From an optimization exercise on the open Yosys and OpenROAD flow, aimed at small area, a short achievable clock period and few clock cycles; shortcuts taken in it are not production practice.
RTL that was checked went through simulation tests only; none was proved equivalent to the original.
Function not checked in run 1: the RTL went through the layout flow alone.
Power and IR drop assume default switching activity.

<file path="flow/design.v">
package dtts_pkg;
  localparam int NUMBER_BITS_DEF = 31;
  localparam int CHAR_BITS       = 8;
  localparam int TOTAL_BITS      = 43;
  localparam int SECS_PER_HOUR = 3600;
  localparam int SECS_PER_MIN  = 60;
  localparam logic [CHAR_BITS-1:0] CH_TAB   = 8'h09;
  localparam logic [CHAR_BITS-1:0] CH_CR    = 8'h0D;
  localparam logic [CHAR_BITS-1:0] CH_SPACE = 8'h20;
  localparam logic [CHAR_BITS-1:0] CH_ZERO  = 8'h30;
  localparam logic [CHAR_BITS-1:0] CH_NINE  = 8'h39;
  localparam logic [CHAR_BITS-1:0] CH_COLON = 8'h3A;
  localparam logic [CHAR_BITS-1:0] CH_LC_H  = 8'h68;
  localparam logic [CHAR_BITS-1:0] CH_LC_M  = 8'h6D;
  localparam logic [CHAR_BITS-1:0] CH_LC_S  = 8'h73;
  localparam logic [3:0] G_START = 4'd0;
  localparam logic [3:0] G_N1    = 4'd1;
  localparam logic [3:0] G_C1    = 4'd2;
  localparam logic [3:0] G_C1N   = 4'd3;
  localparam logic [3:0] G_C2    = 4'd4;
  localparam logic [3:0] G_C2N   = 4'd5;
  localparam logic [3:0] G_H     = 4'd6;
  localparam logic [3:0] G_HN    = 4'd7;
  localparam logic [3:0] G_HNM   = 4'd8;
  localparam logic [3:0] G_HNMN  = 4'd9;
  localparam logic [3:0] G_M     = 4'd10;
  localparam logic [3:0] G_MN    = 4'd11;
  localparam logic [3:0] G_SEND  = 4'd12;
  localparam logic [3:0] G_ERR   = 4'd13;
  localparam int OP_BITS = 5;
  localparam logic [OP_BITS-1:0] OP_ZERO    = 5'b00000;
  localparam logic [OP_BITS-1:0] OP_T       = 5'b00001;
  localparam logic [OP_BITS-1:0] OP_ACC     = 5'b10000;
  localparam logic [OP_BITS-1:0] OP_ACC60   = 5'b10100;
  localparam logic [OP_BITS-1:0] OP_ACC3600 = 5'b10010;
  localparam logic [OP_BITS-1:0] OP_T_ACC   = 5'b10001;
  localparam logic [OP_BITS-1:0] OP_T_ACC60 = 5'b10101;
  localparam logic [OP_BITS-1:0] OP_T60_ACC = 5'b01100;
endpackage
import dtts_pkg::*;
module dtts_parser #(
  parameter int NUMBER_BITS = NUMBER_BITS_DEF
) (
  input  logic                   clk,
  input  logic                   rst_n,
  input  logic                   step,
  input  logic [CHAR_BITS-1:0]   char_code,
  input  logic                   last_char,
  output logic [NUMBER_BITS-1:0] acc,
  output logic                   op_valid,   
  output logic [OP_BITS-1:0]     op,
  output logic                   op_final,
  output logic                   op_ok
);
  localparam int WIDE_BITS = NUMBER_BITS + 4;
  logic [3:0]               state_r, state_nxt;
  logic [NUMBER_BITS-1:0]   acc_r, acc_nxt;
  logic                     ovf_r, ovf_nxt;
  logic                     is_ws, is_digit, is_sep;
  logic                     num_start, num_cont;
  logic [NUMBER_BITS-1:0]   base_acc;
  logic                     base_ovf;
  logic [WIDE_BITS-1:0]     wide;
  logic                     wide_ovf;
  logic [OP_BITS-1:0]       sep_op, end_op;
  logic                     sep_hit, end_ok;
  assign is_ws    = (char_code == CH_SPACE) || (char_code >= CH_TAB && char_code <= CH_CR);
  assign is_digit = (char_code >= CH_ZERO) && (char_code <= CH_NINE);
  assign is_sep   = (char_code == CH_COLON) || (char_code == CH_LC_H)
                  || (char_code == CH_LC_M) || (char_code == CH_LC_S);
  assign base_acc = num_start ? '0 : acc_r;
  assign base_ovf = num_start ? 1'b0 : ovf_r;
  assign wide     = (WIDE_BITS'(base_acc) << 3) + (WIDE_BITS'(base_acc) << 1)
                  + WIDE_BITS'(char_code[3:0]);
  assign wide_ovf = wide[WIDE_BITS-1:NUMBER_BITS] != '0;
  always_comb begin
    num_start = 1'b0;
    num_cont  = 1'b0;
    case (state_r)
      G_START, G_C1, G_C2, G_H, G_HNM, G_M: num_start = 1'b1;
      G_N1, G_C1N, G_C2N, G_HN, G_HNMN, G_MN: num_cont = 1'b1;
      default: ;
    endcase
  end
  always_comb begin
    state_nxt = state_r;
    acc_nxt   = acc_r;
    ovf_nxt   = ovf_r;
    sep_hit   = 1'b0;
    sep_op    = OP_ZERO;
    if (is_ws) begin
      state_nxt = state_r;
    end else if (is_digit) begin
      if (num_start || num_cont) begin
        case (state_r)
          G_START: state_nxt = G_N1;
          G_C1:    state_nxt = G_C1N;
          G_C2:    state_nxt = G_C2N;
          G_H:     state_nxt = G_HN;
          G_HNM:   state_nxt = G_HNMN;
          G_M:     state_nxt = G_MN;
          default: state_nxt = state_r;
        endcase
        if (base_ovf || wide_ovf) begin
          acc_nxt = '0;
          ovf_nxt = 1'b1;
        end else begin
          acc_nxt = wide[NUMBER_BITS-1:0];
          ovf_nxt = 1'b0;
        end
      end else begin
        state_nxt = G_ERR;
      end
    end else if (is_sep) begin
      state_nxt = G_ERR;
      case (state_r)
        G_N1: begin
          sep_hit = 1'b1;
          if (char_code == CH_COLON) begin
            sep_op    = OP_ACC;        
            state_nxt = G_C1;
          end else if (char_code == CH_LC_H) begin
            sep_op    = OP_ACC3600;
            state_nxt = G_H;
          end else if (char_code == CH_LC_M) begin
            sep_op    = OP_ACC60;
            state_nxt = G_M;
          end else begin
            sep_op    = OP_ACC;
            state_nxt = G_SEND;
          end
        end
        G_C1N: begin
          if (char_code == CH_COLON) begin
            sep_hit   = 1'b1;
            sep_op    = OP_T60_ACC;    
            state_nxt = G_C2;
          end
        end
        G_HN: begin
          if (char_code == CH_LC_M) begin
            sep_hit   = 1'b1;
            sep_op    = OP_T_ACC60;
            state_nxt = G_HNM;
          end else if (char_code == CH_LC_S) begin
            sep_hit   = 1'b1;
            sep_op    = OP_T_ACC;
            state_nxt = G_SEND;
          end
        end
        G_HNMN, G_MN: begin
          if (char_code == CH_LC_S) begin
            sep_hit   = 1'b1;
            sep_op    = OP_T_ACC;
            state_nxt = G_SEND;
          end
        end
        default: state_nxt = G_ERR;
      endcase
    end else begin
      state_nxt = G_ERR;
    end
  end
  always_comb begin
    end_ok = 1'b1;
    end_op = OP_T;
    case (state_nxt)
      G_N1:                    end_op = OP_ACC60;
      G_HN:                    end_op = OP_T_ACC60;
      G_C1N, G_C2N:            end_op = OP_T60_ACC;
      G_HNMN, G_MN:            end_op = OP_T_ACC;
      G_H, G_HNM, G_M, G_SEND: end_op = OP_T;
      default: begin
        end_ok = 1'b0;
        end_op = OP_ZERO;
      end
    endcase
  end
  assign op_valid = last_char || sep_hit;
  assign op_final = last_char;
  assign op_ok    = end_ok;
  assign op       = !last_char ? sep_op : (sep_hit && end_ok) ? sep_op : end_op;
  assign acc      = acc_r;
  always_ff @(posedge clk) begin
    if (!rst_n) begin
      state_r <= G_START;
    end else if (step) begin
      state_r <= last_char ? G_START : state_nxt;
    end
  end
  always_ff @(posedge clk) begin
    if (step) begin
      acc_r <= acc_nxt;
      ovf_r <= ovf_nxt;
    end
  end
endmodule
import dtts_pkg::*;
module dtts_total #(
  parameter int NUMBER_BITS = NUMBER_BITS_DEF
) (
  input  logic                   clk,
  input  logic                   en,
  input  logic [OP_BITS-1:0]     op,
  input  logic [NUMBER_BITS-1:0] acc,
  output logic [TOTAL_BITS-1:0]  total
);
  logic                  a_acc, a_t, k60, k3600, b_t;
  logic [TOTAL_BITS-1:0] t_r, a, b, prod;
  assign {a_acc, a_t, k60, k3600, b_t} = op;
  assign a = a_t ? t_r : a_acc ? TOTAL_BITS'(acc) : '0;
  assign b = b_t ? t_r : a_t ? TOTAL_BITS'(acc) : '0;
  always_comb begin
    if (k60)        prod = (a << 6) - (a << 2);
    else if (k3600) prod = (a << 12) - (a << 9) + (a << 4);
    else            prod = a;
  end
  always_ff @(posedge clk) begin
    if (en) t_r <= prod + b;
  end
  assign total = t_r;
endmodule
import dtts_pkg::*;
module duration_text_to_seconds_core #(
  parameter int NUMBER_BITS = NUMBER_BITS_DEF
) (
  input  logic                  clk,
  input  logic                  rst_n,
  input  logic                  in_valid,
  output logic                  in_ready,
  input  logic [CHAR_BITS-1:0]  in_char_code,
  input  logic                  in_last_char,
  output logic                  out_valid,
  input  logic                  out_ready,
  output logic [TOTAL_BITS-1:0] out_total_seconds,
  output logic                  out_matched
);
  logic                   a_valid_r;
  logic [CHAR_BITS-1:0]   a_char_r;
  logic                   a_last_r;
  logic                   m_valid_r;
  logic [OP_BITS-1:0]     m_op_r;
  logic                   m_final_r;
  logic                   m_ok_r;
  logic                   o_valid_r;
  logic                   o_matched_r;
  logic                   o_free, m_go, stall, a_go, a_free;
  logic [NUMBER_BITS-1:0] acc;
  logic                   p_op_valid, p_final, p_ok;
  logic [OP_BITS-1:0]     p_op;
  assign o_free = !o_valid_r || out_ready;
  assign stall  = m_valid_r && !o_free;
  assign m_go   = m_valid_r && o_free;
  assign a_go   = a_valid_r && !stall;
  assign a_free = !a_valid_r || a_go;
  assign in_ready = a_free;
  always_ff @(posedge clk) begin
    if (!rst_n) begin
      a_valid_r <= 1'b0;
      m_valid_r <= 1'b0;
      o_valid_r <= 1'b0;
    end else begin
      if (a_free) a_valid_r <= in_valid;
      if (!stall) m_valid_r <= a_go && p_op_valid;
      if (o_free) o_valid_r <= m_go && m_final_r;
    end
  end
  always_ff @(posedge clk) begin
    if (a_free) begin
      a_char_r <= in_char_code;
      a_last_r <= in_last_char;
    end
  end
  always_ff @(posedge clk) begin
    if (!stall) begin
      m_op_r    <= p_op;
      m_final_r <= p_final;
      m_ok_r    <= p_ok;
    end
  end
  always_ff @(posedge clk) begin
    if (m_go && m_final_r) o_matched_r <= m_ok_r;
  end
  dtts_parser #(
    .NUMBER_BITS(NUMBER_BITS)
  ) u_parser (
    .clk      (clk),
    .rst_n    (rst_n),
    .step     (a_go),
    .char_code(a_char_r),
    .last_char(a_last_r),
    .acc      (acc),
    .op_valid (p_op_valid),
    .op       (p_op),
    .op_final (p_final),
    .op_ok    (p_ok)
  );
  dtts_total #(
    .NUMBER_BITS(NUMBER_BITS)
  ) u_total (
    .clk  (clk),
    .en   (m_go),
    .op   (m_op_r),
    .acc  (acc),
    .total(out_total_seconds)
  );
  assign out_valid   = o_valid_r;
  assign out_matched = o_matched_r;
endmodule
</file>
<file path="flow/run.sh">
#!/bin/bash
# synth_recipe.tcl (not shown) runs the flow's synth.tcl, then flattens the netlist and writes it again
# the make line also repeats each setting of config.mk as NAME=value (left out here)
make -C /OpenROAD-flow-scripts/flow DESIGN_CONFIG=/design/flow/config.mk WORK_HOME=/design/flow/orfs CLKGATE_MAP_FILE= SYNTH_SCRIPT=/design/flow/synth_recipe.tcl finish
</file>
<file path="flow/config.mk">
export PLATFORM = sky130hd
export DESIGN_NAME = duration_text_to_seconds_core
export DESIGN_NICKNAME = duration_text_to_seconds_core
export VERILOG_FILES = /design/flow/design.v
export SDC_FILE = /design/flow/constraint.sdc
export NUM_CORES = 4
export LEC_CHECK = 0
export CAP_MARGIN = 20
export CORE_MARGIN = 2
export CORE_UTILIZATION = 40
export SLEW_MARGIN = 20
</file>
<file path="flow/constraint.sdc">
create_clock -name core_clock -period 5.5 [get_ports {clk}]
set_input_delay 1.1000 -clock core_clock [delete_from_list [all_inputs] [get_ports {clk}]]
set_output_delay 1.1000 -clock core_clock [all_outputs]
set_load 0.01 [all_outputs]
</file>
==> impl_metrics.json, run 1 <==
{
  "final_common_cell": "buf_4",
  "syn2layout_area_growth_pct": 30.2,
  "fin_skew_ns": 0.0163,
  "totalWireLength_um": 50600,
  "slew_headroom_pct": 48.6,
  "grt_setup_unrepaired": "true",
  "ys_warn_count": 3,
  "layout.cells.non_filler": 2735,
  "total_leakage_power_uw": 0.00935,
  "finalCritPeriodShare_pct": 106,
  "grt_pass1_vias": 14900,
  "max_freq_mhz": 172,
  "clock_latency_ns": 0.37,
  "seq_area_mm2": 0.00294,
  "ys_dominant_reg_cell": "edfxtp_1",
  "gp_congestion": 0.944,
  "slew_viol_final": 0,
  "multi_input_area_mm2": 0.0121,
  "end_kind": "flop",
  "grtUsageMet2_pct": 41.5,
  "drtIter0Drc": 1102,
  "syn_nets": 2091,
  "hp-class": "flop to flop",
  "routedWlPerCell_um": 18.5,
  "top_usage_layer": "met2",
  "synthArstFlopShare_pct": 0,
  "cts_inserted_buffers": 9,
  "cellPowerDensity_mw_per_mm2": 145,
  "final_cell_mix": "buf_4, ha_1, nand2_1",
  "path_clk_slew_ns": 0.07,
  "min_period_ns": 5.81,
  "crit_required_ns": 5.62,
  "row_count": 71,
  "clockBufferDepth": 2,
  "cts_max_level": 3,
  "vdd_ir_drop_max_mv": 0.153,
  "cp-start-kind": "flop",
  "grt.overflow.total": 0,
  "ant_nets": 0,
  "die_h_um": 198,
  "viasPerCell": 5.60,
  "critPathMaxFanout": 10,
  "yosysSeqAreaShare_pct": 19.5,
  "die_w_um": 198,
  "grt.met3_usage_pct": 3.19,
  "antenna_found_initial": 0,
  "dpl.hpwl_um": 41600,
  "drtPass1Iterations": 6,
  "syn_area_mm2": 0.0151,
  "root_buffer": "clkbuf_16",
  "setup_violations": 10,
  "ys_ff_latch": 101,
  "arrival_ns": 5.93,
  "slowest_delay_ns": 0.44,
  "status": "failed layout checks",
  "fin_ws_ns": -0.307,
  "drc": 0,
  "grt_max_degree": 50,
  "tritoncts": "built",
  "synth_edf_count": 92,
  "portBuffers": 58,
  "synth.distinct_cells": 96,
  "grt_use_total_pct": 25.9,
  "num-fill-cells": 3500,
  "placedCellCount": 2703,
  "final_core_util_pct": 52.5,
  "tightest_slew_ns": 0.769,
  "avgSynthCellArea_um2": 8.05,
  "final_hold_viol_count": 0,
  "met1_usage_pct": 36.0,
  "failed_checks": "setup timing",
  "cpMaxStageDelayCell": "edfxtp_1",
  "final_nets": 2438,
  "grt_pass1_wl_um": 79900,
  "cts.sinks": 101,
  "worstSetupPathType": "flop to flop",
  "max_cap_violations": 0,
  "cts_hold_buf": 0,
  "start_util_pct": 40.3,
  "synthCells": 1872,
  "core_area_mm2": 0.0374,
  "drive_gt1_share_pct": 24.0,
  "io_pins": 59,
  "vias": 15300,
  "antenna_cells": 0,
  "fp.dieArea_mm2": 0.0393
}
per-layer routing:
layer  part of all wire, %  vias to the layer above
li1                      -                     7600
met1                    47                     7226
met2                    44                      443
met3                   5.5                       55
met4                   2.8                        0
met5                     0                        -
path summary, 6_finish.rpt:
| check | cells past startpoint | from | slack (ns) | to |
|---|---|---|---|---|
| min reg2reg | 0 | m_ok_r | 0.42 | o_matched_r |
| max | 29 | m_op_r[3] | -0.31 | u_total.t_r[39] |
| min | 0 | m_ok_r | 0.42 | o_matched_r |
| max reg2reg | 29 | m_op_r[3] | -0.31 | u_total.t_r[39] |
synth_stat cells (6+ instances only):
cell type | instances | area share (%)
and3_1 | 16 | 0.66
o21ai_0 | 93 | 3.1
o21bai_1 | 25 | 1.2
a31oi_1 | 25 | 1.0
a31o_2 | 6 | 0.35
a21oi_1 | 159 | 5.3
nand3b_1 | 16 | 0.80
o21a_1 | 34 | 1.7
fa_1 | 16 | 2.1
o31a_1 | 10 | 0.58
o211ai_1 | 15 | 0.75
a221oi_1 | 8 | 0.46
ha_1 | 190 | 16
and2_1 | 21 | 0.87
o31ai_1 | 17 | 0.85
nor2b_1 | 52 | 2.2
nor3b_1 | 7 | 0.35
nand4_1 | 23 | 0.95
a22oi_1 | 16 | 0.80
dfxtp_1 | 9 | 1.2
a211oi_1 | 32 | 1.6
a21boi_0 | 9 | 0.45
nand2b_1 | 17 | 0.71
nor3_1 | 26 | 0.86
nand3_1 | 33 | 1.1
nor2_1 | 147 | 3.7
a22o_1 | 20 | 1.2
edfxtp_1 | 92 | 18
xor2_1 | 57 | 3.3
xnor2_1 | 108 | 6.3
inv_1 | 103 | 2.6
o21ai_1 | 13 | 0.43
buf_6 | 7 | 0.52
buf_2 | 7 | 0.23
nand2_1 | 173 | 4.3
a21o_1 | 96 | 4.8
clkbuf_1 | 55 | 1.4
cells by family after synthesis:
kind of cell / Yosys count / share of synthesized area [%]
flip-flops: 101 / 19.5
AO/OA/AOI/OAI: 653 / 29.6
AND/OR/NAND/NOR: 555 / 17.7
XOR/XNOR: 165 / 9.59
buffers and inverters: 183 / 5.05
adder cells (fa/ha/maj): 209 / 18.1
multiplexers: 6 / 0.440
worst max-delay path, delay by kind of cell, from the launching register on:
family / cells / cell delay (ns)
flops: 1 / 0.44
fa+ha+maj: 3 / 0.70
xor+xnor: 3 / 0.43
buf+inv: 5 / 0.77
simple gates: 1 / 0.07
compound gates: 17 / 3.14
flip-flops by register name (all words and copies together) (netlist names):
| register | flops |
|---|---|
| u_total.t_r | 43 |
| u_parser.state_r | 4 |
| o_matched_r | 1 |
| a_valid_r | 1 |
| o_valid_r | 1 |
| u_parser.ovf_r | 1 |
| m_op_r | 5 |
| u_parser.num_cont | 1 |
| a_char_r | 8 |
| u_parser.num_start | 1 |
| m_final_r | 1 |
| u_parser.acc_r | 31 |
| m_ok_r | 1 |
| a_last_r | 1 |
| m_valid_r | 1 |
cell type report:
cell class | instances | share of cell area (%)
Clock inverter | 3 | 0.115
Sequential cell | 101 | 15.0
Inverter | 106 | 2.03
Clock buffer | 13 | 1.27
Multi-Input combinational cell | 1588 | 61.4
Timing Repair Buffer | 413 | 17.0
Tap cell | 511 | 3.26
through the flow:
step           hold WS, ns  setup WS [ns]  cell area [µm²]  setup TNS [ns]  power, µW
3_3_place_gp         0.407         -0.461            18800           -2.86       2110
6_report             0.425         -0.307            19600           -1.41       2840
5_1_grt              0.460         -0.526            19600           -5.19       3000
3_5_place_dp         0.406         -0.480            18800           -3.16       2120
2_1_floorplan        0.400        -0.0627            15400          -0.183       1700
4_1_cts              0.425        -0.0790            19300          -0.397       2800
repair_timing:
item                       CTS  global route
gates cloned                 0             1
resized for setup           53            42
pin swaps                    9            27
buffers inserted             5            10
setup endpoints to repair   12            20
power breakdown:
group	internal (µW)	switching, µW	leakage (µW)
logic	635	709	0.00826
clock network	322	297	0.000134
registers	855	21.9	0.000960
==> run 2: changes to the inputs <==
--- a/flow/design.v
+++ b/flow/design.v
@@ -212,9 +212,11 @@
   assign b = b_t ? t_r : a_t ? TOTAL_BITS'(acc) : '0;
-  always_comb begin
-    if (k60)        prod = (a << 6) - (a << 2);
-    else if (k3600) prod = (a << 12) - (a << 9) + (a << 4);
-    else            prod = a;
-  end
+  logic [TOTAL_BITS-1:0] t1, t2, t3;
+  logic                  cin;
+  assign t1  = k60 ? (a << 6) : k3600 ? (a << 12) : a;
+  assign t2  = k60 ? ~(a << 2) : k3600 ? ~(a << 9) : '0;
+  assign t3  = k3600 ? (a << 4) : b;
+  assign cin = k60 || k3600;
+  assign prod = t1 + t2 + t3 + TOTAL_BITS'(cin);
   always_ff @(posedge clk) begin
-    if (en) t_r <= prod + b;
+    if (en) t_r <= prod;
   end
--- a/flow/config.mk
+++ b/flow/config.mk
@@ -7,2 +7,3 @@
 export LEC_CHECK = 0
+export ABC_CLOCK_PERIOD_IN_PS = 3500
 export CAP_MARGIN = 20
@@ -10,2 +11,3 @@
 export CORE_UTILIZATION = 40
+export SETUP_SLACK_MARGIN = 1.5
 export SLEW_MARGIN = 20
==> run 2 against run 1 <==
Effect of this change:
- now clean on timing, DRC and antenna
- total power shrank 30%
- critical path depth shrank 12
- largest power group is now registers
- critical path type unchanged
- largest cell class unchanged
- worst setup slack gained 1.4 ns
- global-route usage shrank 3.6 points
- critical endpoint unchanged
==> impl_metrics.json, run 2 <==
{
  "synth_largest_area_cell": "edfxtp_1",
  "synthArstFlopShare_pct": 0,
  "netlist_top_cells_area": "edfxtp_1, ha_1, fa_1",
  "cts_hold_buf": 0,
  "yosys.area.top_type_share_pct": 24.1,
  "ys_warn_count": 3,
  "portBuffers": 58,
  "dpl.hpwl_um": 25200,
  "end_kind": "flop",
  "total_leakage_power_uw": 0.00604,
  "setup_violations": 0,
  "min_period_ns": 4.44,
  "ant_nets": 0,
  "max_cap_violations": 0,
  "grt_pass1_vias": 10200,
  "largest_register": "u_total.t_r",
  "largest_register_ffs": 43,
  "drive_gt1_share_pct": 21.2,
  "path_clk_slew_ns": 0.09,
  "arrival_ns": 4.57,
  "tightest_slew_ns": 0.688,
  "ys_dominant_reg_cell": "edfxtp_1",
  "hp-class": "flop to flop",
  "grt_pass1_wl_um": 54000,
  "synth_top_cells_by_count": "nand2_1, inv_1, ha_1, a21oi_1",
  "setup_tns_ns": 0,
  "num-fill-cells": 2562,
  "status": "no timing/DRC/antenna violations",
  "fin_skew_ns": 0.0155,
  "crit_required_ns": 5.63,
  "antenna_found_initial": 0,
  "final_common_cell": "nand2_1",
  "worstSetupPathType": "flop to flop",
  "die_h_um": 173,
  "syn_area_mm2": 0.0115,
  "grt_use_total_pct": 22.2,
  "finalCritPeriodShare_pct": 80.8,
  "tritoncts": "built",
  "multi_input_area_mm2": 0.00892,
  "placed_area_mm2": 0.0125,
  "top_regs": "u_total.t_r x43, u_parser.acc_r x31, a_char_r x8",
  "syn_nets": 1492,
  "vias": 10600,
  "critPathMaxFanout": 5,
  "vdd_ir_drop_max_mv": 0.116,
  "grt_max_degree": 73,
  "synthCells": 1331,
  "ys_ff_latch": 101,
  "drc": 0,
  "synth.distinct_cells": 81,
  "fp.dieArea_mm2": 0.0300,
  "synth_edf_count": 92,
  "io_pins": 59,
  "avgSynthCellArea_um2": 8.61,
  "max_freq_mhz": 225,
  "clockBufferDepth": 2,
  "row_count": 61,
  "start_util_pct": 40.9,
  "seq_area_mm2": 0.00294,
  "grt.overflow.total": 0,
  "final_nets": 1583,
  "antenna_cells": 0,
  "final_core_util_pct": 51.9,
  "cts.sinks": 101,
  "syn2layout_area_growth_pct": 26.9,
  "core_area_mm2": 0.0280,
  "grt_setup_unrepaired": "true",
  "clock_latency_ns": 0.37,
  "cts_max_level": 3,
  "drtPass1Iterations": 6,
  "yosysMostFrequentCell": "nand2_1",
  "root_buffer": "clkbuf_16",
  "slew_viol_final": 0,
  "totalWireLength_um": 34900,
  "gp_congestion": 0.904,
  "routedWlPerCell_um": 19.3,
  "cellPowerDensity_mw_per_mm2": 136,
  "yosysSeqAreaShare_pct": 25.7,
  "final_cell_mix": "nand2_1, inv_1, edfxtp_1",
  "final_hold_viol_count": 0,
  "slew_headroom_pct": 54.0,
  "drtIter0Drc": 899,
  "cts_inserted_buffers": 9,
  "totalPowerFinal_uw": 1980,
  "die_w_um": 173,
  "cp-start-kind": "flop",
  "viasPerCell": 5.86,
  "final_area_mm2": 0.0145
}
run 2: critical path, stage by stage, from the launching register on:
cell and delay [ns]:
edfxtp_1 0.47, buf_6 0.18, buf_12 0.13, a22o_1 0.25, or2_4 0.29, o21a_1 0.19
fa_1 0.50, inv_2 0.05, ha_4 0.21, a21oi_2 0.12, nor2b_1 0.06, or4_4 0.49
o21ai_4 0.26, o211ai_4 0.15, a31o_4 0.30, o31ai_4 0.34, or3_1 0.16, nand3_1 0.08
run 2: worst paths after layout:
check,start,to,slack (ns),cells after the start
worst max-delay path,m_op_r[3],u_total.t_r[39],1.06,17
worst min-delay path,m_ok_r,o_matched_r,0.43,0
worst max register to register,m_op_r[3],u_total.t_r[39],1.06,17
worst min register to register,m_ok_r,o_matched_r,0.43,0
run 2: layout make-up:
cell class                      instances  area share [%]
Timing Repair Buffer                  142            9.88
Sequential cell                       101            20.2
Tap cell                              378            3.25
Clock inverter                          7           0.594
Clock buffer                            9            1.55
Inverter                              122            3.17
Multi-Input combinational cell       1046            61.3
run 2: what timing repair did:
item | CTS | global route
gates resized for setup | 119 | 140
endpoints found under the setup margin | 63 | 61
gates cloned | 3 | 3
pin swaps | 39 | 81
setup buffers | 30 | 33
run 2: metrics by stage:
step	worst slack [ns]	instances	hold slack (ns)
3_3_place_gp	0.834	1720	0.409
5_1_grt	0.965	1805	0.450
6_report	1.06	1805	0.435
4_1_cts	1.19	1769	0.446
2_1_floorplan	1.35	1331	0.400
3_5_place_dp	0.727	1720	0.418
run 2: per-layer routing:
metal  wire (µm)  up-vias  part of all wire [%]  track usage (%)
met5           0        -                     0                0
met4         877        0                   2.5             6.96
met3        1680       68                   4.8             2.35
met2       17000      376                    49             37.9
met1       15300     5106                    44             29.7
li1            -     5025                     -                -
run 2: logic make-up (layout without fill, tap and decap cells):
family / count (synthesis) / after routing / share of synthesized area, %
AO/OA/AOI/OAI: 446 / 446 / 27.5
AND/OR/NAND/NOR: 387 / 387 / 16.5
buffers and inverters: 184 / 280 / 6.16
adder cells (fa/ha/maj): 148 / 148 / 19.1
flip-flops: 101 / 101 / 25.7
XOR/XNOR: 59 / 59 / 4.51
multiplexers: 6 / 6 / 0.568
run 2: report_power, final:
part           internal [µW]  switching [µW]
Combinational            178             229
Sequential               858            21.9
Clock                    330             364
Testbench counts of run 2, summed over its fixed seeds: cycles 24,818.
==> run 3: changes to the inputs <==
--- a/flow/config.mk
+++ b/flow/config.mk
@@ -7,3 +7,2 @@
 export LEC_CHECK = 0
-export ABC_CLOCK_PERIOD_IN_PS = 3500
 export CAP_MARGIN = 20
@@ -11,3 +10,2 @@
 export CORE_UTILIZATION = 40
-export SETUP_SLACK_MARGIN = 1.5
 export SLEW_MARGIN = 20
==> run 3 against run 2 <==
Effect of this change:
- sequential share of layout area increased by 2.9 points
- synthesized cell count unchanged
- final area decreased by 13%
- clock-buffer cell count unchanged
- total power decreased by 4.8%
- global-route usage decreased by 1.1 points
- combinational power decreased by 24%
- clock skew increased by 0.00079 ns
- via count decreased by 5.6%
- flip-flop and latch count unchanged
- area after synthesis unchanged
- final cell count decreased by 3.9%
==> impl_metrics.json, run 3 <==
{
  "status": "no timing/DRC/antenna violations",
  "clockBufferDepth": 2,
  "cp_top_family": "compound AO/OA/AOI/OAI gates",
  "grt_setup_unrepaired": "false",
  "grt_pass1_vias": 9583,
  "drive_gt1_share_pct": 5.53,
  "synthCells": 1331,
  "totalWireLength_um": 32000,
  "tightest_slew_ns": 0.778,
  "slew_viol_final": 0,
  "die_h_um": 173,
  "grt.overflow.total": 0,
  "ys_ff_latch": 101,
  "crit_required_ns": 5.62,
  "synth_edf_count": 92,
  "clock_latency_ns": 0.38,
  "synthArstFlopShare_pct": 0,
  "core_area_mm2": 0.0280,
  "crit_buf_inv": 2,
  "pre_cts_slack_ns": 0.670,
  "vias": 9982,
  "path_clk_slew_ns": 0.09,
  "drtIter0Drc": 882,
  "yosysMostFrequentCell": "nand2_1",
  "synth.distinct_cells": 81,
  "clkPwrFrac_pct": 37.1,
  "arrival_ns": 5.00,
  "seqPwrFrac_pct": 46.5,
  "syn2layout_area_growth_pct": 10.9,
  "cellPowerDensity_mw_per_mm2": 148,
  "yosys.area.top_type_share_pct": 24.1,
  "drtPass1Iterations": 6,
  "total_leakage_power_uw": 0.00555,
  "cpMaxStageDelayCell": "fa_1",
  "synth_largest_area_cell": "edfxtp_1",
  "drc": 0,
  "final_cell_mix": "nand2_1, inv_1, ha_1",
  "viasPerCell": 5.75,
  "grt_use_total_pct": 21.1,
  "synthXorXnorAreaFrac_pct": 4.51,
  "avgSynthCellArea_um2": 8.61,
  "final_hold_viol_count": 0,
  "dpl.hpwl_um": 24500,
  "gp_congestion": 0.917,
  "yosys.area_share.simple_pct": 16.5,
  "final_common_cell": "nand2_1",
  "cts_setup_buffers": 0,
  "ant_nets": 0,
  "row_count": 61,
  "hp-class": "flop to flop",
  "dr_wl_met2_um": 15000,
  "crit_chain": "or2_2, inv_1, nand2_1, fa_1, inv_1, ha_1, fa_1, a21o_1, a221oi_2, o21ai_1, a31o_2, o21ai_0, nand2b_1, a221oi_2, o21ai_0, xor2_1",
  "ys_warn_count": 3,
  "top_regs": "u_total.t_r x43, u_parser.acc_r x31, a_char_r x8",
  "min_period_ns": 4.88,
  "fin_hold_ws_ns": 0.421,
  "wl_met1_um": 14700,
  "portBuffers": 58,
  "synth.area.mux_share_pct": 0.568,
  "fp.dieArea_mm2": 0.0300,
  "critPathMaxFanout": 16,
  "start_util_pct": 40.9,
  "synth_top_cells_by_count": "nand2_1, inv_1, ha_1, a21oi_1",
  "wl_met3_um": 1610,
  "cts_max_level": 3,
  "synth_top_family_by_area": "compound AO/OA/AOI/OAI gates",
  "cts_hold_buf": 0,
  "grt_max_degree": 73,
  "swShare_pct": 30.5,
  "io_pins": 59,
  "max_freq_mhz": 205,
  "root_buffer": "clkbuf_16",
  "slew_headroom_pct": 48.1,
  "syn_area_mm2": 0.0115,
  "largest_register": "u_total.t_r",
  "largest_register_ffs": 43,
  "fin_ws_ns": 0.620,
  "max_cap_violations": 0,
  "ys_dominant_reg_cell": "edfxtp_1",
  "setup_tns_ns": 0,
  "die_w_um": 173,
  "syn_nets": 1492,
  "finalCritPeriodShare_pct": 88.7,
  "worstSetupPathType": "flop to flop",
  "p_int_uw": 1310,
  "top_layer_used": "met4",
  "grt_pass1_wl_um": 51300,
  "antenna_cells": 0,
  "cp-start-kind": "flop",
  "vdd_ir_drop_max_mv": 0.115,
  "routedWlPerCell_um": 18.4,
  "setup_violations": 0,
  "tritoncts": "built",
  "cts_resized": 0,
  "netlist_top_cells_area": "edfxtp_1, ha_1, fa_1",
  "final_nets": 1513,
  "yosys.area_share.adder_pct": 19.1,
  "power.switching_uw": 576,
  "cts_inserted_buffers": 9,
  "end_kind": "flop",
  "cts.sinks": 101,
  "slowest_delay_ns": 0.50,
  "fin_skew_ns": 0.0163,
  "antenna_found_initial": 0,
  "yosysSeqAreaShare_pct": 25.7,
  "combPwrFrac_pct": 16.3,
  "synth-compound-area-share_pct": 27.5
}
==> run 3: path summary, 6_finish.rpt <==
kind	cells after the start	slack (ns)	startpoint	endpoint
setup reg to reg	16	0.62	m_op_r[1]	u_total.t_r[18]
setup / recovery	16	0.62	m_op_r[1]	u_total.t_r[18]
hold / removal	0	0.42	m_ok_r	o_matched_r
hold reg to reg	0	0.42	m_ok_r	o_matched_r
==> run 3: through the flow <==
step,util (%),power (µW),cells,instance area [µm²]
2_1_floorplan,-,1110,1331,11500
3_3_place_gp,44.3,1200,1719,12400
3_5_place_dp,44.3,1200,1719,12400
4_1_cts,45.4,1900,1735,12700
5_1_grt,45.4,1960,1735,12700
6_report,45.4,1890,1735,12700
==> run 3: layout make-up <==
| type | count | area (µm²) |
|---|---|---|
| clock buffer | 9 | 225 |
| clock inverter | 7 | 88.8 |
| fill | 2777 | 15300 |
| inverter | 122 | 458 |
| multi-input combinational | 1046 | 7840 |
| sequential | 101 | 2940 |
| tap | 378 | 473 |
| timing repair buffer | 72 | 686 |
==> run 3: routing by layer <==
layer,vias to the layer above,GRT usage (%)
met3,39,2.11
met1,4772,29.1
met2,308,35.4
li1,4863,-
met5,-,0
met4,0,6.04
==> run 3: worst register-to-register path, delay by kind of cell, from the launching register on <==
family	cells	cell delay, ns
AOI/OAI and AO/OA	7	1.77
xor gates and xnor gates	1	0.16
adders and majority gates	3	1.11
buffers and inverters	2	0.49
DFF	1	0.41
and+or+nand+nor	3	0.69
==> run 3: logic make-up after synthesis <==
family | Yosys count
AOI/OAI and AO/OA | 446
xor gates and xnor gates | 59
adders and majority gates | 148
buffers and inverters | 184
DFF | 101
muxes | 6
and+or+nand+nor | 387
==> run 3: power by group through the flow <==
stage / Combinational (µW) / Sequential (µW) / Clock (µW)
after floorplan: 225 / 890 / 0
after global placement: 303 / 895 / 0
after detailed placement: 305 / 895 / 0
after CTS: 307 / 877 / 715
after global routing: 347 / 880 / 738
final: 308 / 877 / 700

==> port drivers added, routing unchanged <==
No port has a modelled driver above. Below, the same layouts with a new extraction and two added sets of constraints.
Step 1 (the two cells are an assumption about what drives the block):
set clk [get_ports {clk}]
set_driving_cell -lib_cell sky130_fd_sc_hd__clkbuf_16 $clk
set_driving_cell -lib_cell sky130_fd_sc_hd__buf_2 [delete_from_list [all_inputs] $clk]
Step 2, shift: input delay + t, output delay - t, t = (earliest + latest rising clock arrival at the registers) / 2. This alone moves slack from input paths to output paths.
Slacks: no drivers / after step 1 / after step 2; pairs: no drivers / after step 1.
| run | shift t [ns] | setup WS [ns] | hold WS [ns] | worst setup path at the end | worst slew at a driven data input, ns |
|---|---|---|---|---|---|
| run 1 | 0.417 | -0.307 / -0.307 / -0.307 | 0.425 / 0.425 / 0.425 | register to register | 0.04 |
| run 2 | 0.412 | 1.058 / 1.058 / 1.058 | 0.435 / 0.435 / 0.435 | register to register | 0.03 |
| run 3 | 0.413 | 0.620 / 0.620 / 0.620 | 0.421 / 0.421 / 0.421 | register to register | 0.03 |
